Background: an optimization exercise with open tools, aiming at small area and few clock cycles per item. Do not read the settings as production practice. Function was checked by simulation only, so behaviour that the tests miss may differ from the original. No driver is modelled on the clock port, so clocking that relies on it looks cheaper here than on a real chip.

File: flow/design.v
`default_nettype none
package dot_pkg;
   localparam int sample_w = 12;
   localparam int prod_w = 25;
   localparam int sum_w = 32;
   localparam int out_w = 24;
   localparam int dot_len = 5;
   localparam int mult_lat = 3;
endpackage
`default_nettype wire
`default_nettype none
module cpx_multiply (
   input  logic [11:0] x,
   input  logic [11:0] y,
   input  logic        act,
   input  logic        sub,
   input  logic [26:0] base,
   output logic [26:0] sum
);
   logic [12:0] yb;                    
   logic [13:0] xe;                  
   logic [5:0] s1, s2, ng;
   assign yb = {yg, 1'b0};
   logic [11:0] yg;                  
   assign yg = y & {12{act}};
   assign xe = {x[11], x, 1'b0};
   logic [12:0] pp0;
   logic [12:0] pp1;
   logic [12:0] pp2;
   logic [12:0] pp3;
   logic [12:0] pp4;
   logic [12:0] pp5;
   for (genvar j = 0; j < 6; j++) begin : g_enc
      assign s1[j] = yb[2*j+1] ^ yb[2*j];
      assign s2[j] = ((yb[2*j+2] & ~yb[2*j+1] & ~yb[2*j]) |
                            (~yb[2*j+2] & yb[2*j+1] & yb[2*j]));
      assign ng[j] = yb[2*j+2] ^ sub;
   end
   for (genvar i = 0; i < 12; i++) begin : g_pp0
      assign pp0[i] = ((s1[0] & xe[i+1]) | (s2[0] & xe[i])) ^ ng[0];
   end
   assign pp0[12] = act & ~(((s1[0] & xe[13]) | (s2[0] & xe[12])) ^ ng[0]);
   for (genvar i = 0; i < 12; i++) begin : g_pp1
      assign pp1[i] = ((s1[1] & xe[i+1]) | (s2[1] & xe[i])) ^ ng[1];
   end
   assign pp1[12] = act & ~(((s1[1] & xe[13]) | (s2[1] & xe[12])) ^ ng[1]);
   for (genvar i = 0; i < 12; i++) begin : g_pp2
      assign pp2[i] = ((s1[2] & xe[i+1]) | (s2[2] & xe[i])) ^ ng[2];
   end
   assign pp2[12] = act & ~(((s1[2] & xe[13]) | (s2[2] & xe[12])) ^ ng[2]);
   for (genvar i = 0; i < 12; i++) begin : g_pp3
      assign pp3[i] = ((s1[3] & xe[i+1]) | (s2[3] & xe[i])) ^ ng[3];
   end
   assign pp3[12] = act & ~(((s1[3] & xe[13]) | (s2[3] & xe[12])) ^ ng[3]);
   for (genvar i = 0; i < 12; i++) begin : g_pp4
      assign pp4[i] = ((s1[4] & xe[i+1]) | (s2[4] & xe[i])) ^ ng[4];
   end
   assign pp4[12] = act & ~(((s1[4] & xe[13]) | (s2[4] & xe[12])) ^ ng[4]);
   for (genvar i = 0; i < 12; i++) begin : g_pp5
      assign pp5[i] = ((s1[5] & xe[i+1]) | (s2[5] & xe[i])) ^ ng[5];
   end
   assign pp5[12] = act & ~(((s1[5] & xe[13]) | (s2[5] & xe[12])) ^ ng[5]);
   logic t_c2;
   logic t_c4;
   logic t_c6;
   logic t_c8;
   logic t_c10;
   logic t_c12;
   logic t_c14;
   logic t_c16;
   logic t_c18;
   logic t_c20;
   logic t_c22;
   logic t_c24;
   logic t_c26;
   logic t_c28;
   logic t_c30;
   logic t_c32;
   logic t_c34;
   logic t_c36;
   logic t_c38;
   logic t_c40;
   logic t_c42;
   logic t_c44;
   logic t_c46;
   logic t_c48;
   logic t_c50;
   logic t_c52;
   logic t_c54;
   logic t_c56;
   logic t_c58;
   logic t_c60;
   logic t_c62;
   logic t_c64;
   logic t_c66;
   logic t_c68;
   logic t_c70;
   logic t_c72;
   logic t_c74;
   logic t_c76;
   logic t_c78;
   logic t_c80;
   logic t_c82;
   logic t_c84;
   logic t_c86;
   logic t_c88;
   logic t_c90;
   logic t_c92;
   logic t_c94;
   logic t_c96;
   logic t_c98;
   logic t_c100;
   logic t_c102;
   logic t_c104;
   logic t_c106;
   logic t_c108;
   logic t_c110;
   logic t_c112;
   logic t_c114;
   logic t_c116;
   logic t_c118;
   logic t_c120;
   logic t_c122;
   logic t_c124;
   logic t_c126;
   logic t_c128;
   logic t_c130;
   logic t_c132;
   logic t_c134;
   logic t_c136;
   logic t_c138;
   logic t_c140;
   logic t_c142;
   logic t_c144;
   logic t_c146;
   logic t_c148;
   logic t_c150;
   logic t_c152;
   logic t_c154;
   logic t_c156;
   logic t_c157;
   logic t_c158;
   logic t_c159;
   logic t_c160;
   logic t_c161;
   logic t_c162;
   logic t_c163;
   logic t_c164;
   logic t_c165;
   logic t_c166;
   logic t_c169;
   logic t_c170;
   logic t_c173;
   logic t_c174;
   logic t_c177;
   logic t_c178;
   logic t_c181;
   logic t_c182;
   logic t_c185;
   logic t_c186;
   logic t_c189;
   logic t_c190;
   logic t_c193;
   logic t_c194;
   logic t_c197;
   logic t_c198;
   logic t_c201;
   logic t_c202;
   logic t_c205;
   logic t_c206;
   logic t_c209;
   logic t_c210;
   logic t_c213;
   logic t_c214;
   logic t_c217;
   logic t_c218;
   logic t_c221;
   logic t_c222;
   logic t_c225;
   logic t_c226;
   logic t_c229;
   logic t_c230;
   logic t_s1;
   logic t_s3;
   logic t_s5;
   logic t_s7;
   logic t_s9;
   logic t_s11;
   logic t_s13;
   logic t_s15;
   logic t_s17;
   logic t_s19;
   logic t_s21;
   logic t_s23;
   logic t_s25;
   logic t_s27;
   logic t_s29;
   logic t_s31;
   logic t_s33;
   logic t_s35;
   logic t_s37;
   logic t_s39;
   logic t_s41;
   logic t_s43;
   logic t_s45;
   logic t_s47;
   logic t_s49;
   logic t_s51;
   logic t_s53;
   logic t_s55;
   logic t_s57;
   logic t_s59;
   logic t_s61;
   logic t_s63;
   logic t_s65;
   logic t_s67;
   logic t_s69;
   logic t_s71;
   logic t_s73;
   logic t_s75;
   logic t_s77;
   logic t_s79;
   logic t_s81;
   logic t_s83;
   logic t_s85;
   logic t_s87;
   logic t_s89;
   logic t_s91;
   logic t_s93;
   logic t_s95;
   logic t_s97;
   logic t_s99;
   logic t_s101;
   logic t_s103;
   logic t_s105;
   logic t_s107;
   logic t_s109;
   logic t_s111;
   logic t_s113;
   logic t_s115;
   logic t_s117;
   logic t_s119;
   logic t_s121;
   logic t_s123;
   logic t_s125;
   logic t_s127;
   logic t_s129;
   logic t_s131;
   logic t_s133;
   logic t_s135;
   logic t_s137;
   logic t_s139;
   logic t_s141;
   logic t_s143;
   logic t_s145;
   logic t_s147;
   logic t_s149;
   logic t_s151;
   logic t_s153;
   logic t_s155;
   logic t_s167;
   logic t_s168;
   logic t_s171;
   logic t_s172;
   logic t_s175;
   logic t_s176;
   logic t_s179;
   logic t_s180;
   logic t_s183;
   logic t_s184;
   logic t_s187;
   logic t_s188;
   logic t_s191;
   logic t_s192;
   logic t_s195;
   logic t_s196;
   logic t_s199;
   logic t_s200;
   logic t_s203;
   logic t_s204;
   logic t_s207;
   logic t_s208;
   logic t_s211;
   logic t_s212;
   logic t_s215;
   logic t_s216;
   logic t_s219;
   logic t_s220;
   logic t_s223;
   logic t_s224;
   logic t_s227;
   logic t_s228;
   logic t_s231;
   logic t_s232;
   assign t_s1 = pp0[8] ^ pp1[6];
   assign t_c2 = pp0[8] & pp1[6];
   assign t_s3 = pp0[9] ^ pp1[7];
   assign t_c4 = pp0[9] & pp1[7];
   assign t_s5 = pp0[10] ^ pp1[8] ^ pp2[6];
   assign t_c6 = (pp0[10] & pp1[8]) | (pp0[10] & pp2[6]) | (pp1[8] & pp2[6]);
   assign t_s7 = pp3[4] ^ pp4[2];
   assign t_c8 = pp3[4] & pp4[2];
   assign t_s9 = pp0[11] ^ pp1[9] ^ pp2[7];
   assign t_c10 = (pp0[11] & pp1[9]) | (pp0[11] & pp2[7]) | (pp1[9] & pp2[7]);
   assign t_s11 = pp3[5] ^ pp4[3];
   assign t_c12 = pp3[5] & pp4[3];
   assign t_s13 = pp0[12] ^ pp1[10] ^ pp2[8];
   assign t_c14 = (pp0[12] & pp1[10]) | (pp0[12] & pp2[8]) | (pp1[10] & pp2[8]);
   assign t_s15 = pp3[6] ^ pp4[4];
   assign t_c16 = pp3[6] & pp4[4];
   assign t_s17 = pp1[11] ^ pp2[9] ^ pp3[7];
   assign t_c18 = (pp1[11] & pp2[9]) | (pp1[11] & pp3[7]) | (pp2[9] & pp3[7]);
   assign t_s19 = pp1[12] ^ pp2[10];
   assign t_c20 = pp1[12] & pp2[10];
   assign t_s21 = pp0[4] ^ pp1[2];
   assign t_c22 = pp0[4] & pp1[2];
   assign t_s23 = pp0[5] ^ pp1[3];
   assign t_c24 = pp0[5] & pp1[3];
   assign t_s25 = pp0[6] ^ pp1[4] ^ pp2[2];
   assign t_c26 = (pp0[6] & pp1[4]) | (pp0[6] & pp2[2]) | (pp1[4] & pp2[2]);
   assign t_s27 = pp3[0] ^ ng[3];
   assign t_c28 = pp3[0] & ng[3];
   assign t_s29 = pp0[7] ^ pp1[5] ^ pp2[3];
   assign t_c30 = (pp0[7] & pp1[5]) | (pp0[7] & pp2[3]) | (pp1[5] & pp2[3]);
   assign t_s31 = pp3[1] ^ base[7];
   assign t_c32 = pp3[1] & base[7];
   assign t_s33 = t_s1 ^ pp2[4] ^ pp3[2];
   assign t_c34 = (t_s1 & pp2[4]) | (t_s1 & pp3[2]) | (pp2[4] & pp3[2]);
   assign t_s35 = pp4[0] ^ ng[4] ^ base[8];
   assign t_c36 = (pp4[0] & ng[4]) | (pp4[0] & base[8]) | (ng[4] & base[8]);
   assign t_s37 = t_s3 ^ pp2[5] ^ pp3[3];
   assign t_c38 = (t_s3 & pp2[5]) | (t_s3 & pp3[3]) | (pp2[5] & pp3[3]);
   assign t_s39 = pp4[1] ^ base[9] ^ t_c2;
   assign t_c40 = (pp4[1] & base[9]) | (pp4[1] & t_c2) | (base[9] & t_c2);
   assign t_s41 = t_s5 ^ t_s7 ^ pp5[0];
   assign t_c42 = (t_s5 & t_s7) | (t_s5 & pp5[0]) | (t_s7 & pp5[0]);
   assign t_s43 = ng[5] ^ base[10] ^ t_c4;
   assign t_c44 = (ng[5] & base[10]) | (ng[5] & t_c4) | (base[10] & t_c4);
   assign t_s45 = t_s9 ^ t_s11 ^ pp5[1];
   assign t_c46 = (t_s9 & t_s11) | (t_s9 & pp5[1]) | (t_s11 & pp5[1]);
   assign t_s47 = base[11] ^ t_c6 ^ t_c8;
   assign t_c48 = (base[11] & t_c6) | (base[11] & t_c8) | (t_c6 & t_c8);
   assign t_s49 = t_s13 ^ t_s15 ^ pp5[2];
   assign t_c50 = (t_s13 & t_s15) | (t_s13 & pp5[2]) | (t_s15 & pp5[2]);
   assign t_s51 = base[12] ^ t_c10 ^ t_c12;
   assign t_c52 = (base[12] & t_c10) | (base[12] & t_c12) | (t_c10 & t_c12);
   assign t_s53 = t_s17 ^ pp4[5] ^ pp5[3];
   assign t_c54 = (t_s17 & pp4[5]) | (t_s17 & pp5[3]) | (pp4[5] & pp5[3]);
   assign t_s55 = base[13] ^ t_c14 ^ t_c16;
   assign t_c56 = (base[13] & t_c14) | (base[13] & t_c16) | (t_c14 & t_c16);
   assign t_s57 = t_s19 ^ pp3[8] ^ pp4[6];
   assign t_c58 = (t_s19 & pp3[8]) | (t_s19 & pp4[6]) | (pp3[8] & pp4[6]);
   assign t_s59 = pp5[4] ^ base[14] ^ t_c18;
   assign t_c60 = (pp5[4] & base[14]) | (pp5[4] & t_c18) | (base[14] & t_c18);
   assign t_s61 = pp2[11] ^ pp3[9] ^ pp4[7];
   assign t_c62 = (pp2[11] & pp3[9]) | (pp2[11] & pp4[7]) | (pp3[9] & pp4[7]);
   assign t_s63 = pp5[5] ^ base[15] ^ t_c20;
   assign t_c64 = (pp5[5] & base[15]) | (pp5[5] & t_c20) | (base[15] & t_c20);
   assign t_s65 = pp2[12] ^ pp3[10] ^ pp4[8];
   assign t_c66 = (pp2[12] & pp3[10]) | (pp2[12] & pp4[8]) | (pp3[10] & pp4[8]);
   assign t_s67 = pp5[6] ^ base[16];
   assign t_c68 = pp5[6] & base[16];
   assign t_s69 = pp3[11] ^ pp4[9] ^ pp5[7];
   assign t_c70 = (pp3[11] & pp4[9]) | (pp3[11] & pp5[7]) | (pp4[9] & pp5[7]);
   assign t_s71 = pp3[12] ^ pp4[10];
   assign t_c72 = pp3[12] & pp4[10];
   assign t_s73 = pp0[2] ^ pp1[0];
   assign t_c74 = pp0[2] & pp1[0];
   assign t_s75 = pp0[3] ^ pp1[1];
   assign t_c76 = pp0[3] & pp1[1];
   assign t_s77 = t_s21 ^ pp2[0] ^ ng[2];
   assign t_c78 = (t_s21 & pp2[0]) | (t_s21 & ng[2]) | (pp2[0] & ng[2]);
   assign t_s79 = t_s23 ^ pp2[1] ^ base[5];
   assign t_c80 = (t_s23 & pp2[1]) | (t_s23 & base[5]) | (pp2[1] & base[5]);
   assign t_s81 = t_s25 ^ t_s27 ^ base[6];
   assign t_c82 = (t_s25 & t_s27) | (t_s25 & base[6]) | (t_s27 & base[6]);
   assign t_s83 = t_s29 ^ t_s31 ^ t_c26;
   assign t_c84 = (t_s29 & t_s31) | (t_s29 & t_c26) | (t_s31 & t_c26);
   assign t_s85 = t_s33 ^ t_s35 ^ t_c30;
   assign t_c86 = (t_s33 & t_s35) | (t_s33 & t_c30) | (t_s35 & t_c30);
   assign t_s87 = t_s37 ^ t_s39 ^ t_c34;
   assign t_c88 = (t_s37 & t_s39) | (t_s37 & t_c34) | (t_s39 & t_c34);
   assign t_s89 = t_s41 ^ t_s43 ^ t_c38;
   assign t_c90 = (t_s41 & t_s43) | (t_s41 & t_c38) | (t_s43 & t_c38);
   assign t_s91 = t_s45 ^ t_s47 ^ t_c42;
   assign t_c92 = (t_s45 & t_s47) | (t_s45 & t_c42) | (t_s47 & t_c42);
   assign t_s93 = t_s49 ^ t_s51 ^ t_c46;
   assign t_c94 = (t_s49 & t_s51) | (t_s49 & t_c46) | (t_s51 & t_c46);
   assign t_s95 = t_s53 ^ t_s55 ^ t_c50;
   assign t_c96 = (t_s53 & t_s55) | (t_s53 & t_c50) | (t_s55 & t_c50);
   assign t_s97 = t_s57 ^ t_s59 ^ t_c54;
   assign t_c98 = (t_s57 & t_s59) | (t_s57 & t_c54) | (t_s59 & t_c54);
   assign t_s99 = t_s61 ^ t_s63 ^ t_c58;
   assign t_c100 = (t_s61 & t_s63) | (t_s61 & t_c58) | (t_s63 & t_c58);
   assign t_s101 = t_s65 ^ t_s67 ^ t_c62;
   assign t_c102 = (t_s65 & t_s67) | (t_s65 & t_c62) | (t_s67 & t_c62);
   assign t_s103 = t_s69 ^ base[17] ^ t_c66;
   assign t_c104 = (t_s69 & base[17]) | (t_s69 & t_c66) | (base[17] & t_c66);
   assign t_s105 = t_s71 ^ pp5[8] ^ base[18];
   assign t_c106 = (t_s71 & pp5[8]) | (t_s71 & base[18]) | (pp5[8] & base[18]);
   assign t_s107 = pp4[11] ^ pp5[9] ^ base[19];
   assign t_c108 = (pp4[11] & pp5[9]) | (pp4[11] & base[19]) | (pp5[9] & base[19]);
   assign t_s109 = pp4[12] ^ pp5[10];
   assign t_c110 = pp4[12] & pp5[10];
   assign t_s111 = pp0[0] ^ ng[0];
   assign t_c112 = pp0[0] & ng[0];
   assign t_s113 = pp0[1] ^ base[1];
   assign t_c114 = pp0[1] & base[1];
   assign t_s115 = t_s73 ^ ng[1] ^ base[2];
   assign t_c116 = (t_s73 & ng[1]) | (t_s73 & base[2]) | (ng[1] & base[2]);
   assign t_s117 = t_s75 ^ base[3] ^ t_c74;
   assign t_c118 = (t_s75 & base[3]) | (t_s75 & t_c74) | (base[3] & t_c74);
   assign t_s119 = t_s77 ^ base[4] ^ t_c76;
   assign t_c120 = (t_s77 & base[4]) | (t_s77 & t_c76) | (base[4] & t_c76);
   assign t_s121 = t_s79 ^ t_c22 ^ t_c78;
   assign t_c122 = (t_s79 & t_c22) | (t_s79 & t_c78) | (t_c22 & t_c78);
   assign t_s123 = t_s81 ^ t_c24 ^ t_c80;
   assign t_c124 = (t_s81 & t_c24) | (t_s81 & t_c80) | (t_c24 & t_c80);
   assign t_s125 = t_s83 ^ t_c28 ^ t_c82;
   assign t_c126 = (t_s83 & t_c28) | (t_s83 & t_c82) | (t_c28 & t_c82);
   assign t_s127 = t_s85 ^ t_c32 ^ t_c84;
   assign t_c128 = (t_s85 & t_c32) | (t_s85 & t_c84) | (t_c32 & t_c84);
   assign t_s129 = t_s87 ^ t_c36 ^ t_c86;
   assign t_c130 = (t_s87 & t_c36) | (t_s87 & t_c86) | (t_c36 & t_c86);
   assign t_s131 = t_s89 ^ t_c40 ^ t_c88;
   assign t_c132 = (t_s89 & t_c40) | (t_s89 & t_c88) | (t_c40 & t_c88);
   assign t_s133 = t_s91 ^ t_c44 ^ t_c90;
   assign t_c134 = (t_s91 & t_c44) | (t_s91 & t_c90) | (t_c44 & t_c90);
   assign t_s135 = t_s93 ^ t_c48 ^ t_c92;
   assign t_c136 = (t_s93 & t_c48) | (t_s93 & t_c92) | (t_c48 & t_c92);
   assign t_s137 = t_s95 ^ t_c52 ^ t_c94;
   assign t_c138 = (t_s95 & t_c52) | (t_s95 & t_c94) | (t_c52 & t_c94);
   assign t_s139 = t_s97 ^ t_c56 ^ t_c96;
   assign t_c140 = (t_s97 & t_c56) | (t_s97 & t_c96) | (t_c56 & t_c96);
   assign t_s141 = t_s99 ^ t_c60 ^ t_c98;
   assign t_c142 = (t_s99 & t_c60) | (t_s99 & t_c98) | (t_c60 & t_c98);
   assign t_s143 = t_s101 ^ t_c64 ^ t_c100;
   assign t_c144 = (t_s101 & t_c64) | (t_s101 & t_c100) | (t_c64 & t_c100);
   assign t_s145 = t_s103 ^ t_c68 ^ t_c102;
   assign t_c146 = (t_s103 & t_c68) | (t_s103 & t_c102) | (t_c68 & t_c102);
   assign t_s147 = t_s105 ^ t_c70 ^ t_c104;
   assign t_c148 = (t_s105 & t_c70) | (t_s105 & t_c104) | (t_c70 & t_c104);
   assign t_s149 = t_s107 ^ t_c72 ^ t_c106;
   assign t_c150 = (t_s107 & t_c72) | (t_s107 & t_c106) | (t_c72 & t_c106);
   assign t_s151 = t_s109 ^ base[20] ^ t_c108;
   assign t_c152 = (t_s109 & base[20]) | (t_s109 & t_c108) | (base[20] & t_c108);
   assign t_s153 = pp5[11] ^ base[21] ^ t_c110;
   assign t_c154 = (pp5[11] & base[21]) | (pp5[11] & t_c110) | (base[21] & t_c110);
   assign t_s155 = pp5[12] ^ base[22];
   assign t_c156 = pp5[12] & base[22];
   assign sum[0] = t_s111 ^ base[0];
   assign t_c157 = t_s111 & base[0];
   assign sum[1] = t_s113 ^ t_c112 ^ t_c157;
   assign t_c158 = (t_s113 & t_c112) | (t_s113 & t_c157) | (t_c112 & t_c157);
   assign sum[2] = t_s115 ^ t_c114 ^ t_c158;
   assign t_c159 = (t_s115 & t_c114) | (t_s115 & t_c158) | (t_c114 & t_c158);
   assign sum[3] = t_s117 ^ t_c116 ^ t_c159;
   assign t_c160 = (t_s117 & t_c116) | (t_s117 & t_c159) | (t_c116 & t_c159);
   assign sum[4] = t_s119 ^ t_c118 ^ t_c160;
   assign t_c161 = (t_s119 & t_c118) | (t_s119 & t_c160) | (t_c118 & t_c160);
   assign sum[5] = t_s121 ^ t_c120 ^ t_c161;
   assign t_c162 = (t_s121 & t_c120) | (t_s121 & t_c161) | (t_c120 & t_c161);
   assign sum[6] = t_s123 ^ t_c122 ^ t_c162;
   assign t_c163 = (t_s123 & t_c122) | (t_s123 & t_c162) | (t_c122 & t_c162);
   assign sum[7] = t_s125 ^ t_c124 ^ t_c163;
   assign t_c164 = (t_s125 & t_c124) | (t_s125 & t_c163) | (t_c124 & t_c163);
   assign sum[8] = t_s127 ^ t_c126 ^ t_c164;
   assign t_c165 = (t_s127 & t_c126) | (t_s127 & t_c164) | (t_c126 & t_c164);
   assign sum[9] = t_s129 ^ t_c128 ^ t_c165;
   assign t_c166 = (t_s129 & t_c128) | (t_s129 & t_c165) | (t_c128 & t_c165);
   assign t_s167 = t_s131 ^ t_c130;
   assign t_c169 = t_s131 & t_c130;
   assign t_s168 = t_s131 ^ t_c130 ^ 1'b1;
   assign t_c170 = (t_s131 & t_c130) | (t_s131 & 1'b1) | (t_c130 & 1'b1);
   assign sum[10] = t_c166 ? t_s168 : t_s167;
   assign t_s171 = t_s133 ^ t_c132 ^ t_c169;
   assign t_c173 = (t_s133 & t_c132) | (t_s133 & t_c169) | (t_c132 & t_c169);
   assign t_s172 = t_s133 ^ t_c132 ^ t_c170;
   assign t_c174 = (t_s133 & t_c132) | (t_s133 & t_c170) | (t_c132 & t_c170);
   assign sum[11] = t_c166 ? t_s172 : t_s171;
   assign t_s175 = t_s135 ^ t_c134 ^ t_c173;
   assign t_c177 = (t_s135 & t_c134) | (t_s135 & t_c173) | (t_c134 & t_c173);
   assign t_s176 = t_s135 ^ t_c134 ^ t_c174;
   assign t_c178 = (t_s135 & t_c134) | (t_s135 & t_c174) | (t_c134 & t_c174);
   assign sum[12] = t_c166 ? t_s176 : t_s175;
   assign t_s179 = t_s137 ^ t_c136 ^ t_c177;
   assign t_c181 = (t_s137 & t_c136) | (t_s137 & t_c177) | (t_c136 & t_c177);
   assign t_s180 = t_s137 ^ t_c136 ^ t_c178;
   assign t_c182 = (t_s137 & t_c136) | (t_s137 & t_c178) | (t_c136 & t_c178);
   assign sum[13] = t_c166 ? t_s180 : t_s179;
   assign t_s183 = t_s139 ^ t_c138 ^ t_c181;
   assign t_c185 = (t_s139 & t_c138) | (t_s139 & t_c181) | (t_c138 & t_c181);
   assign t_s184 = t_s139 ^ t_c138 ^ t_c182;
   assign t_c186 = (t_s139 & t_c138) | (t_s139 & t_c182) | (t_c138 & t_c182);
   assign sum[14] = t_c166 ? t_s184 : t_s183;
   assign t_s187 = t_s141 ^ t_c140 ^ t_c185;
   assign t_c189 = (t_s141 & t_c140) | (t_s141 & t_c185) | (t_c140 & t_c185);
   assign t_s188 = t_s141 ^ t_c140 ^ t_c186;
   assign t_c190 = (t_s141 & t_c140) | (t_s141 & t_c186) | (t_c140 & t_c186);
   assign sum[15] = t_c166 ? t_s188 : t_s187;
   assign t_s191 = t_s143 ^ t_c142 ^ t_c189;
   assign t_c193 = (t_s143 & t_c142) | (t_s143 & t_c189) | (t_c142 & t_c189);
   assign t_s192 = t_s143 ^ t_c142 ^ t_c190;
   assign t_c194 = (t_s143 & t_c142) | (t_s143 & t_c190) | (t_c142 & t_c190);
   assign sum[16] = t_c166 ? t_s192 : t_s191;
   assign t_s195 = t_s145 ^ t_c144 ^ t_c193;
   assign t_c197 = (t_s145 & t_c144) | (t_s145 & t_c193) | (t_c144 & t_c193);
   assign t_s196 = t_s145 ^ t_c144 ^ t_c194;
   assign t_c198 = (t_s145 & t_c144) | (t_s145 & t_c194) | (t_c144 & t_c194);
   assign sum[17] = t_c166 ? t_s196 : t_s195;
   assign t_s199 = t_s147 ^ t_c146 ^ t_c197;
   assign t_c201 = (t_s147 & t_c146) | (t_s147 & t_c197) | (t_c146 & t_c197);
   assign t_s200 = t_s147 ^ t_c146 ^ t_c198;
   assign t_c202 = (t_s147 & t_c146) | (t_s147 & t_c198) | (t_c146 & t_c198);
   assign sum[18] = t_c166 ? t_s200 : t_s199;
   assign t_s203 = t_s149 ^ t_c148 ^ t_c201;
   assign t_c205 = (t_s149 & t_c148) | (t_s149 & t_c201) | (t_c148 & t_c201);
   assign t_s204 = t_s149 ^ t_c148 ^ t_c202;
   assign t_c206 = (t_s149 & t_c148) | (t_s149 & t_c202) | (t_c148 & t_c202);
   assign sum[19] = t_c166 ? t_s204 : t_s203;
   assign t_s207 = t_s151 ^ t_c150 ^ t_c205;
   assign t_c209 = (t_s151 & t_c150) | (t_s151 & t_c205) | (t_c150 & t_c205);
   assign t_s208 = t_s151 ^ t_c150 ^ t_c206;
   assign t_c210 = (t_s151 & t_c150) | (t_s151 & t_c206) | (t_c150 & t_c206);
   assign sum[20] = t_c166 ? t_s208 : t_s207;
   assign t_s211 = t_s153 ^ t_c152 ^ t_c209;
   assign t_c213 = (t_s153 & t_c152) | (t_s153 & t_c209) | (t_c152 & t_c209);
   assign t_s212 = t_s153 ^ t_c152 ^ t_c210;
   assign t_c214 = (t_s153 & t_c152) | (t_s153 & t_c210) | (t_c152 & t_c210);
   assign sum[21] = t_c166 ? t_s212 : t_s211;
   assign t_s215 = t_s155 ^ t_c154 ^ t_c213;
   assign t_c217 = (t_s155 & t_c154) | (t_s155 & t_c213) | (t_c154 & t_c213);
   assign t_s216 = t_s155 ^ t_c154 ^ t_c214;
   assign t_c218 = (t_s155 & t_c154) | (t_s155 & t_c214) | (t_c154 & t_c214);
   assign sum[22] = t_c166 ? t_s216 : t_s215;
   assign t_s219 = base[23] ^ t_c156 ^ t_c217;
   assign t_c221 = (base[23] & t_c156) | (base[23] & t_c217) | (t_c156 & t_c217);
   assign t_s220 = base[23] ^ t_c156 ^ t_c218;
   assign t_c222 = (base[23] & t_c156) | (base[23] & t_c218) | (t_c156 & t_c218);
   assign sum[23] = t_c166 ? t_s220 : t_s219;
   assign t_s223 = base[24] ^ t_c221;
   assign t_c225 = base[24] & t_c221;
   assign t_s224 = base[24] ^ t_c222;
   assign t_c226 = base[24] & t_c222;
   assign sum[24] = t_c166 ? t_s224 : t_s223;
   assign t_s227 = base[25] ^ t_c225;
   assign t_c229 = base[25] & t_c225;
   assign t_s228 = base[25] ^ t_c226;
   assign t_c230 = base[25] & t_c226;
   assign sum[25] = t_c166 ? t_s228 : t_s227;
   assign t_s231 = base[26] ^ t_c229;
   assign t_s232 = base[26] ^ t_c230;
   assign sum[26] = t_c166 ? t_s232 : t_s231;
endmodule
`default_nettype wire
`default_nettype none
module dot_prod_top #(
   parameter int sample_w = dot_pkg::sample_w,
   parameter int prod_w   = dot_pkg::prod_w,
   parameter int sum_w    = dot_pkg::sum_w,
   parameter int out_w    = dot_pkg::out_w,
   parameter int dot_len  = dot_pkg::dot_len
) (
   input  logic                       clk,
   input  logic                       rst_n_i,
   input  logic                       req_i,
   input  logic signed [sample_w-1:0] xi_i,
   input  logic signed [sample_w-1:0] xq_i,
   input  logic signed [sample_w-1:0] yi_i,
   input  logic signed [sample_w-1:0] yq_i,
   input  logic                       res_ack_i,
   output logic                       ack_o,
   output logic                       res_req_o,
   output logic signed [out_w-1:0]    res_i_o,
   output logic signed [out_w-1:0]    res_q_o
);
   localparam int acc_w = 2 * sample_w + 3;        
   localparam int shift = sum_w - out_w;           
   localparam int res_w = acc_w - shift;           
   localparam logic [acc_w-1:0] acc_init = 27'd78307328;
   logic req_s1, req_s2;
   logic ack_s1, ack_s2;
   logic [sample_w-1:0] r0, r1, r2, r3;
   logic [1:0] kph;       
   logic       a_is_i;    
   logic       pend;      
   logic [1:0] mcnt;      
   logic [2:0] bcnt;      
   logic       res_full;  
   logic       act;       
   logic       clr;       
   logic       sub;       
   logic       cap, last_step, blk_done;
   logic       ack_n, pend_n, res_full_n, res_req_n, acc_free_n;
   logic       act_n, clr_n, sub_n;
   logic [1:0] mcnt_n, kph_n;
   logic [2:0] bcnt_n;
   logic [acc_w-1:0] acc_a, acc_b, base, sum;
   always_ff @(posedge clk or negedge rst_n_i) begin
      if (!rst_n_i) begin
         req_s1 <= 1'b0;
         req_s2 <= 1'b0;
         ack_s1 <= 1'b0;
         ack_s2 <= 1'b0;
      end else begin
         req_s1 <= req_i;
         req_s2 <= req_s1;
         ack_s1 <= res_ack_i;
         ack_s2 <= ack_s1;
      end
   end
   assign last_step = act && (mcnt == 2'd3);
   assign blk_done  = last_step && (bcnt == 3'(dot_len - 1));
   assign cap       = req_s2 && !ack_o && (!pend || last_step) && !a_is_i;
   always_comb begin
      ack_n      = cap || (ack_o && req_s2);
      pend_n     = cap || (pend && !last_step);
      mcnt_n     = act ? mcnt + 2'd1 : mcnt;
      bcnt_n     = !last_step ? bcnt : blk_done ? 3'd0 : bcnt + 3'd1;
      res_full_n = blk_done || (res_full && !(res_req_o && ack_s2));
      res_req_n  = res_req_o ? !ack_s2 : ((res_full || blk_done) && !ack_s2);
      kph_n      = cap ? 2'd0 : kph + 2'd1;
      acc_free_n = !res_full_n || (res_req_n && ack_s1);
      act_n      = pend_n && (mcnt_n != 2'd0 || bcnt_n != 3'd0 || acc_free_n);
      clr_n      = act_n && (bcnt_n == 3'd0) && (mcnt_n < 2'd2);
      sub_n      = act_n && (kph_n == 2'd2);
   end
   always_ff @(posedge clk or negedge rst_n_i) begin
      if (!rst_n_i) begin
         ack_o     <= 1'b0;
         pend      <= 1'b0;
         mcnt      <= 2'd0;
         bcnt      <= 3'd0;
         res_full  <= 1'b0;
         res_req_o <= 1'b0;
         a_is_i    <= 1'b0;
         kph       <= 2'd0;
         act       <= 1'b0;
         clr       <= 1'b0;
         sub       <= 1'b0;
      end else begin
         ack_o     <= ack_n;
         pend      <= pend_n;
         mcnt      <= mcnt_n;
         bcnt      <= bcnt_n;
         res_full  <= res_full_n;
         res_req_o <= res_req_n;
         a_is_i    <= !a_is_i;
         kph       <= kph_n;
         act       <= act_n;
         clr       <= clr_n;
         sub       <= sub_n;
      end
   end
   always_ff @(posedge clk) begin
      if (cap) begin
         r0 <= xi_i;
         r1 <= yi_i;
         r2 <= xq_i;
         r3 <= yq_i;
      end else begin
         r0 <= r1;
         r1 <= r2;
         r2 <= r3;
         r3 <= r0;
      end
   end
   assign base = clr ? acc_init : acc_a;
   cpx_multiply u_mac (
      .x    (r0),
      .y    (r1),
      .act  (act),
      .sub  (sub),
      .base (base),
      .sum  (sum)
   );
   always_ff @(posedge clk) begin
      acc_a <= acc_b;
      acc_b <= sum;
   end
   logic [acc_w-1:0] si, sq;
   assign si = a_is_i ? acc_a : acc_b;
   assign sq = a_is_i ? acc_b : acc_a;
   assign res_i_o = {{(out_w-res_w){si[acc_w-1]}}, si[acc_w-1:shift]};
   assign res_q_o = {{(out_w-res_w){sq[acc_w-1]}}, sq[acc_w-1:shift]};
endmodule
`default_nettype wire
File: flow/flow/run.sh
#!/bin/bash
# Layout flow: the standard flow (standard.sh) with three changes that
# only affect cell choice, not the design or its constraints:
#  - ABC maps the synthesized logic with an area-oriented script
#    (flow/abc_area_nf.script) instead of the speed script; synthesis is
#    otherwise synth_recipe.tcl unchanged (same passes, flatten, renames);
#  - the port buffers that ORFS inserts are sky130_fd_sc_hd__buf_1;
#  - the clock tree uses the buffers in flow/cts_buf and no dummy loads.
# make's output goes to standard.log here; each tool's full log is under
# orfs/logs.
set -euo pipefail
here=$(pwd)
{
  printf 'proc abc {args} {\n'
  printf '  set i [lsearch -exact $args -script]\n'
  printf '  if {$i >= 0} { lset args [expr {$i + 1}] %s/flow/abc_area_nf.script }\n' "$here"
  printf '  yosys abc {*}$args\n'
  printf '}\n'
  cat synth_recipe.tcl
} > my_synth.tcl
sed "s#SYNTH_SCRIPT=[^ ]*#SYNTH_SCRIPT=$here/my_synth.tcl#" standard.sh > my_standard.sh
grep -q "SYNTH_SCRIPT=$here/my_synth.tcl" my_standard.sh
# optional extra arguments for yosys synth (flow/synth_args), e.g. -noabc
# to leave the fine-grained logic to extract_fa and the final ABC run.
if [[ -s flow/synth_args ]]; then export SYNTH_ARGS="$(cat flow/synth_args)"; fi
export BUFFER_PORTS_ARGS="-buffer_cell sky130_fd_sc_hd__buf_1"
export CTS_ARGS="-sink_clustering_enable -repair_clock_nets -dont_use_dummy_load -buf_list {$(cat flow/cts_buf)}"
bash my_standard.sh > standard.log 2>&1
File: flow/flow/abc_area_nf.script
&get -n
&st
&dch
&nf -a
&put
topo
stime -c
File: flow/flow/cts_buf
sky130_fd_sc_hd__clkbuf_8
File: flow/flow/synth_args
-noabc
File: flow/standard.sh
#!/bin/bash
# synth_recipe.tcl (not shown) runs the flow's synth.tcl, then flattens the netlist and writes it again
# the make line also repeats each setting of config.mk as NAME=value (left out here)
make -C /OpenROAD-flow-scripts/flow DESIGN_CONFIG=/design/flow/config.mk WORK_HOME=/design/flow/orfs CLKGATE_MAP_FILE= SYNTH_SCRIPT=/design/flow/synth_recipe.tcl "${@:-finish}"
File: flow/config.mk
export PLATFORM = sky130hd
export DESIGN_NAME = dot_prod_top
export DESIGN_NICKNAME = dot_prod_top
export VERILOG_FILES = /design/flow/design.v
export SDC_FILE = /design/flow/constraint.sdc
export NUM_CORES = 4
export LEC_CHECK = 0
export CAP_MARGIN = 20
export CORE_MARGIN = 2
export CORE_UTILIZATION = 40
export SLEW_MARGIN = 20
File: flow/constraint.sdc
create_clock -name core_clock -period 8.0 [get_ports {clk}]
set_input_delay 1.6000 -clock core_clock [delete_from_list [all_inputs] [get_ports {clk}]]
set_output_delay 1.6000 -clock core_clock [all_outputs]
set_load 0.01 [all_outputs]
==> results.toml, run 1 <==
[outcome]
status = "no timing/DRC/antenna violations"

[detailed_routing]
via_count = 5336
wl_met2_mm = 7.79
vias_per_cell = 5.02
wl_mm = 16.1
met3RoutedLength_um = 679
drt-wirelength-per-cell_um = 15.2
ant_nets = 0
top_layer = "met4"
dr.pass1.iters = 6
drt_iter0_drc = 353
wl_met1_mm = 7.31
drc = 0

[setup_path]
crit_type = "flip-flop to flip-flop"
crit_slowest_cell = "fa_1"
arrival_ps = 7660
worst_setup_path_start_kind = "flip-flop"
setup.worst_path.end_class = "flip-flop"
rrSetupSlack_ps = 660
required_ps = 8320
path_common_cell = "fa_1"
slowest_delay_ps = 480
path_max_fanout = 6

[placed_design]
hpwl_mm = 12.2
io_buffer_count = 101
dp.cells = 1045
gp_congestion = 0.820

[global_routing]
antenna_found_initial = 0
grt_pass1_wl_mm = 26.8
grt_usage = 0.168
grt_pass1_vias = 5283
grt_start_max_net_pins = 51
grt.overflow.total = 0

[timing]
hold_viol_final = 0
rsz0062_at_grt = "no"
slew_headroom = 0.427
setup_viol = 0
max_freq_mhz = 136
skew_ps = 33.5
post-route-period-util = 0.918
period_needed_ps = 7340
drv_slew = 0
tightest_slew_ps = 860
fin_tns_setup_ps = 0

[logic_synthesis]
ys_seq_elements = 121
yosys.area.top_type = "dfxtp_1"
yosys-top-cells-area = "dfxtp_1 (26%), fa_1 (18%), mux2_1 (13%), xnor2_1 (9.5%), ha_1 (6.9%)"
yosys_warnings = 1
async_flop_share = 0.157
synth_fp_nets = 840
post-synth-top-count-cell = "dfxtp_1"
syn_inst = 676
synthTopCellsByCount = "dfxtp_1 (102), mux2_1 (87), xnor2_1 (84), fa_1 (69), a22oi_1 (66)"
synth_ff_type = "dfxtp_1"
syn-cell-area_um2 = 7770
yosysTopAreaCellShare = 0.263
synthesis.area_per_instance_um2 = 11.5
synth_edf_count = 0
yosysSeqAreaShare = 0.324
synth.distinct_cells = 31

[die]
design.die.area_um2 = 20600
start_util = 0.411
die_h_um = 143
core-area_um2 = 18900
rows = 50
ioPinCount = 102
die_w_um = 143

[clocking]
clock_tree.buffer_depth = 2
root_buffer = "clkbuf_8"
cts_setup_buffers = 0
cts_tree = "yes"
cts_buffers = 17
cts-htree-levels = 4
post_cts_resize_count = 0
clock_latency_ps = 450
clk_pin_slew_ps = 60
ctsHoldBuffers = 0
cts.sinks = 121

[cells_and_area]
drive_above_1_share = 0.0474
final_nets = 968
final_cells = 1062
n_antenna_cell = 0
areaGrowthSynthToFinish_pct = 12.9

[hold_path]
hp-class = "flip-flop to flip-flop"

[job]
max-cap-violations = 0
## worst max-delay path, delay by kind of cell (launching register included)
family	cells	cell delay (ps)
AND/OR/NAND/NOR	2	490
AO/OA/AOI/OAI	4	580
XOR/XNOR	2	360
adder cells (fa/ha/maj)	14	5120
buffers and inverters	3	280
flip-flops	1	380
## worst paths after layout
check,startpoint,depth (start not counted),to
worst max-delay path,act,25,acc_b[26]
worst min-delay path,acc_b[0],0,acc_a[0]
worst max register to register,act,25,acc_b[26]
worst min register to register,acc_b[0],0,acc_a[0]
max in group asynchronous,rst_n_i,1,a_is_i
min in group asynchronous,rst_n_i,1,kph[0]
## state kept, by name, summed over array words and instances (netlist names), 2 cells and up
name	cells
mcnt	2
acc_a	27
r3	12
acc_b	27
r0	12
r1	12
kph	2
r2	12
bcnt	3
## area by class of cell
cell class	instances	area, µm²
Tap cell	260	325
Fill cell	1860	10100
Inverter	24	90.1
Clock buffer	17	234
Timing Repair Buffer	119	515
Multi-Input combinational cell	521	5090
Sequential cell	121	2520
## metrics by stage
stage | hold slack [ps] | setup slack [ps] | instance area, µm² | utilization
2_1_floorplan | 310 | 142 | 7770 | -
3_3_place_gp | 311 | 660 | 8540 | 0.452
3_5_place_dp | 315 | 592 | 8540 | 0.452
4_1_cts | 324 | 562 | 8780 | 0.465
5_1_grt | 331 | 195 | 8780 | 0.465
6_report | 320 | 656 | 8780 | 0.465
## per-layer routing
layer	vias to the layer above	GRT usage
li1	2617	-
met2	136	0.272
met1	2563	0.220
met5	-	0
met3	20	0.0407
met4	0	0.0573
## layout by cell type (no fill, tap or decap), drive strengths merged, types with 18 or more instances in the layout
master,count
buf,118
dfxtp,102
mux2,87
xnor2,84
fa,69
a22oi,66
ha,43
nand2,26
clkinv,24
o21ai,23
a21oi,22
nor2b,19
dfrtp,19
clkbuf,18
## logic make-up after synthesis
logic type / share of synthesized area
and+or+nand+nor: 0.0594
buffers and inverters: 0.0212
AOI/OAI and AO/OA: 0.113
xor gates and xnor gates: 0.109
DFF: 0.324
adders and majority gates: 0.247
muxes: 0.126
Testbench counts, summed over its fixed seeds: cycles 9,612, results 320.
==> run 2, diff against run 1 <==
--- a/flow/flow/run.sh
+++ b/flow/flow/run.sh
@@ -6,5 +6,6 @@
 #    otherwise synth_recipe.tcl unchanged (same passes, flatten, renames);
 #  - the port buffers that ORFS inserts are sky130_fd_sc_hd__buf_1;
-#  - the clock tree uses the buffers in flow/cts_buf and no dummy loads.
+#  - clock_tree_synthesis gets the arguments in flow/cts_args (small clock
+#    buffers, no dummy loads).
 # make's output goes to standard.log here; each tool's full log is under
 # orfs/logs.
@@ -25,4 +26,4 @@
 if [[ -s flow/synth_args ]]; then export SYNTH_ARGS="$(cat flow/synth_args)"; fi
 export BUFFER_PORTS_ARGS="-buffer_cell sky130_fd_sc_hd__buf_1"
-export CTS_ARGS="-sink_clustering_enable -repair_clock_nets -dont_use_dummy_load -buf_list {$(cat flow/cts_buf)}"
+export CTS_ARGS="$(cat flow/cts_args)"
 bash my_standard.sh > standard.log 2>&1
==> flow/flow/cts_args (new file) <==
-sink_clustering_enable -repair_clock_nets -dont_use_dummy_load -buf_list {sky130_fd_sc_hd__clkbuf_8}
--- a/flow/config.mk
+++ b/flow/config.mk
@@ -8,4 +8,4 @@
 export CAP_MARGIN = 20
 export CORE_MARGIN = 2
-export CORE_UTILIZATION = 40
+export CORE_UTILIZATION = 65
 export SLEW_MARGIN = 20
removed: flow/flow/cts_buf
==> run 2 against run 1 <==
Effect of this change: count of clock-buffer cells in the layout unchanged; wire length decreased by 1.4%; non-clock buffer count fell by 3; synthesized cell count unchanged; area after synthesis unchanged; first-iteration DRC count fell by 31%; fmax shrank 3.0%; critical path type unchanged.
==> results.toml, run 2 <==
[outcome]
status = "no timing/DRC/antenna violations"

[setup_path]
critPathTopFamily = "adder cells"
startpoint = "act"
setup.worst_path.end_class = "flip-flop"
required_ps = 8300
r2r_start = "act"
worst-path-buf-inv = 2
crit_slowest_cell = "a21oi_1"
arrival_ps = 7870
worst_setup_path_start_kind = "flip-flop"
path_max_fanout = 20
path_common_cell = "fa_1"
cp_cell_sequence = "buf_4, nand2_1, a21oi_1, a22oi_1, xnor2_1, ha_1, fa_1, fa_1, fa_1, fa_1, fa_1, fa_1, fa_1, fa_1, clkinv_1, a211oi_1, or3_1, a21o_1, a21oi_1, o21bai_1, ha_1, ha_1, xnor2_1"
slowest_delay_ps = 700
crit_type = "flip-flop to flip-flop"

[clocking]
cts_tree = "yes"
cts_buffers = 17
cts_setup_buffers = 0
ctsHoldBuffers = 0
clk_pin_slew_ps = 60
cts.sinks = 121
clock_latency_ps = 450
post_cts_resize_count = 0

[detailed_routing]
vias_per_cell = 5.78
via_count = 5449
drt_iter0_drc = 244
dr.pass1.iters = 6
drc = 0
ant_nets = 0
drt-wirelength-per-cell_um = 16.8
wl_mm = 15.9

[cells_and_area]
layout_commonest_cell = "dfxtp_1"
post-route-cell-area_um2 = 8610
utilization = 0.744
reg_top3 = "acc_a x27, acc_b x27"
n_antenna_cell = 0
areaGrowthSynthToFinish_pct = 10.8
final_nets = 965
most-common-layout-cells = "dfxtp_1 (102), buf_1 (100), mux2_1 (87)"
drive_above_1_share = 0.0426

[global_routing]
grt_usage = 0.258
grt.overflow.total = 0
grt_start_max_net_pins = 50
grt_pass1_wl_mm = 26.1
antenna_found_initial = 0
grt_pass1_vias = 5469

[timing]
period_needed_ps = 7570
skew_ps = 35.4
setup_viol = 0
drv_slew = 0
slew_headroom = 0.430
max_freq_mhz = 132
fin_ws_ps = 431
tightest_slew_ps = 854
rsz0062_at_grt = "no"
fin_tns_setup_ps = 0
post-route-period-util = 0.946
hold_viol_final = 0

[die]
core-area_um2 = 11600
ioPinCount = 102
start_util = 0.672
rows = 39
design.die.area_um2 = 12800
die_h_um = 113
die_w_um = 113

[logic_synthesis]
yosysTopAreaCellShare = 0.263
yosys-top-cells-area = "dfxtp_1 (26%), fa_1 (18%), mux2_1 (13%), xnor2_1 (9.5%), ha_1 (6.9%)"
synth_ff_type = "dfxtp_1"
syn-cell-area_um2 = 7770
yosys_warnings = 1
post-synth-top-count-cell = "dfxtp_1"
synth.distinct_cells = 31
yosysSeqAreaShare = 0.324
synth_edf_count = 0
synthesis.area_per_instance_um2 = 11.5
synthTopCellsByCount = "dfxtp_1 (102), mux2_1 (87), xnor2_1 (84), fa_1 (69), a22oi_1 (66)"
synth_fp_nets = 840
yosys.area.top_type = "dfxtp_1"
async_flop_share = 0.157
syn_inst = 676
ys_seq_elements = 121

[placed_design]
gp_congestion = 0.876
io_buffer_count = 101
hpwl_mm = 11.9
dpl_cell_area_um2 = 8370
dp_slack_ps = 458

[hold_path]
hp-class = "flip-flop to flip-flop"
hp-start = "acc_b[4]"

[job]
max-cap-violations = 0
run 2: cell counts after synthesis:
Identical to the previous run, type by type.
run 2: routing by layer:
| metal | global-route usage | share of wire | vias up | wire, µm |
|---|---|---|---|---|
| li1 | - | - | 2604 | - |
| met1 | 0.332 | 0.43 | 2647 | 6830 |
| met2 | 0.428 | 0.50 | 170 | 7880 |
| met3 | 0.0605 | 0.050 | 28 | 797 |
| met4 | 0.0967 | 0.022 | 0 | 356 |
| met5 | 0 | 0 | - | 0 |
run 2: final timing paths:
kind	to	slack (ps)	cells past startpoint
max	acc_b[26]	430	23
min	acc_a[4]	330	0
max reg2reg	acc_b[26]	430	23
min reg2reg	acc_a[4]	330	0
max in group asynchronous	clr	6550	1
min in group asynchronous	req_s1	1110	1
run 2: cell type report:
type                            count  area [µm²]
Multi-Input combinational cell    521        5090
Inverter                           24        90.1
Timing Repair Buffer              116         493
Clock buffer                       17         234
Tap cell                          143         179
Fill cell                         858        2960
Sequential cell                   121        2520
run 2: per-stage QoR:
| step | instances | hold WS (ps) |
|---|---|---|
| 6_report | 942 | 326 |
| 5_1_grt | 942 | 330 |
| 4_1_cts | 942 | 329 |
| 3_5_place_dp | 925 | 314 |
| 3_3_place_gp | 925 | 312 |
| 2_1_floorplan | 676 | 310 |
run 2: cell families (layout without fill, tap and decap cells):
family	after synthesis	in the layout	share of synthesized area
compound gates	133	133	0.113
xor+xnor	97	97	0.109
fa+ha+maj	112	112	0.247
buf+inv	34	157	0.0212
flops	121	121	0.324
mux	87	87	0.126
simple gates	92	92	0.0594

## separate check: timing with driven ports
The flow's constraints put no driver on any port. The routed layouts listed below were extracted and timed again, unchanged, in two steps. Step 1 (the two cells are an assumption about what drives the block):
set clk [get_ports {clk}]
set_driving_cell -lib_cell sky130_fd_sc_hd__clkbuf_16 $clk
set_driving_cell -lib_cell sky130_fd_sc_hd__buf_2 [delete_from_list [all_inputs] $clk]
Step 2 adds t to the input delays and takes it off the output delays; t is the mean of the earliest and latest rising clock arrival at the registers after step 1. Input paths then give back, and output paths get back, about the clock's delay inside the block. a / b / c = ideal ports / drivers / drivers and shift; a / b = the first two.
| run | shift t [ns] | setup slack, ns | worst setup path at the end | latest minus earliest clock arrival (ns) | slew at the worst register clock pin (ns) |
|---|---|---|---|---|---|
| run 1 | 0.469 | 0.656 / 0.656 / 0.656 | register to register | 0.038 / 0.038 | 0.09 / 0.09 |
| run 2 | 0.469 | 0.431 / 0.431 / 0.431 | register to register | 0.036 / 0.035 | 0.08 / 0.08 |
After both steps every run listed still meets setup and hold.
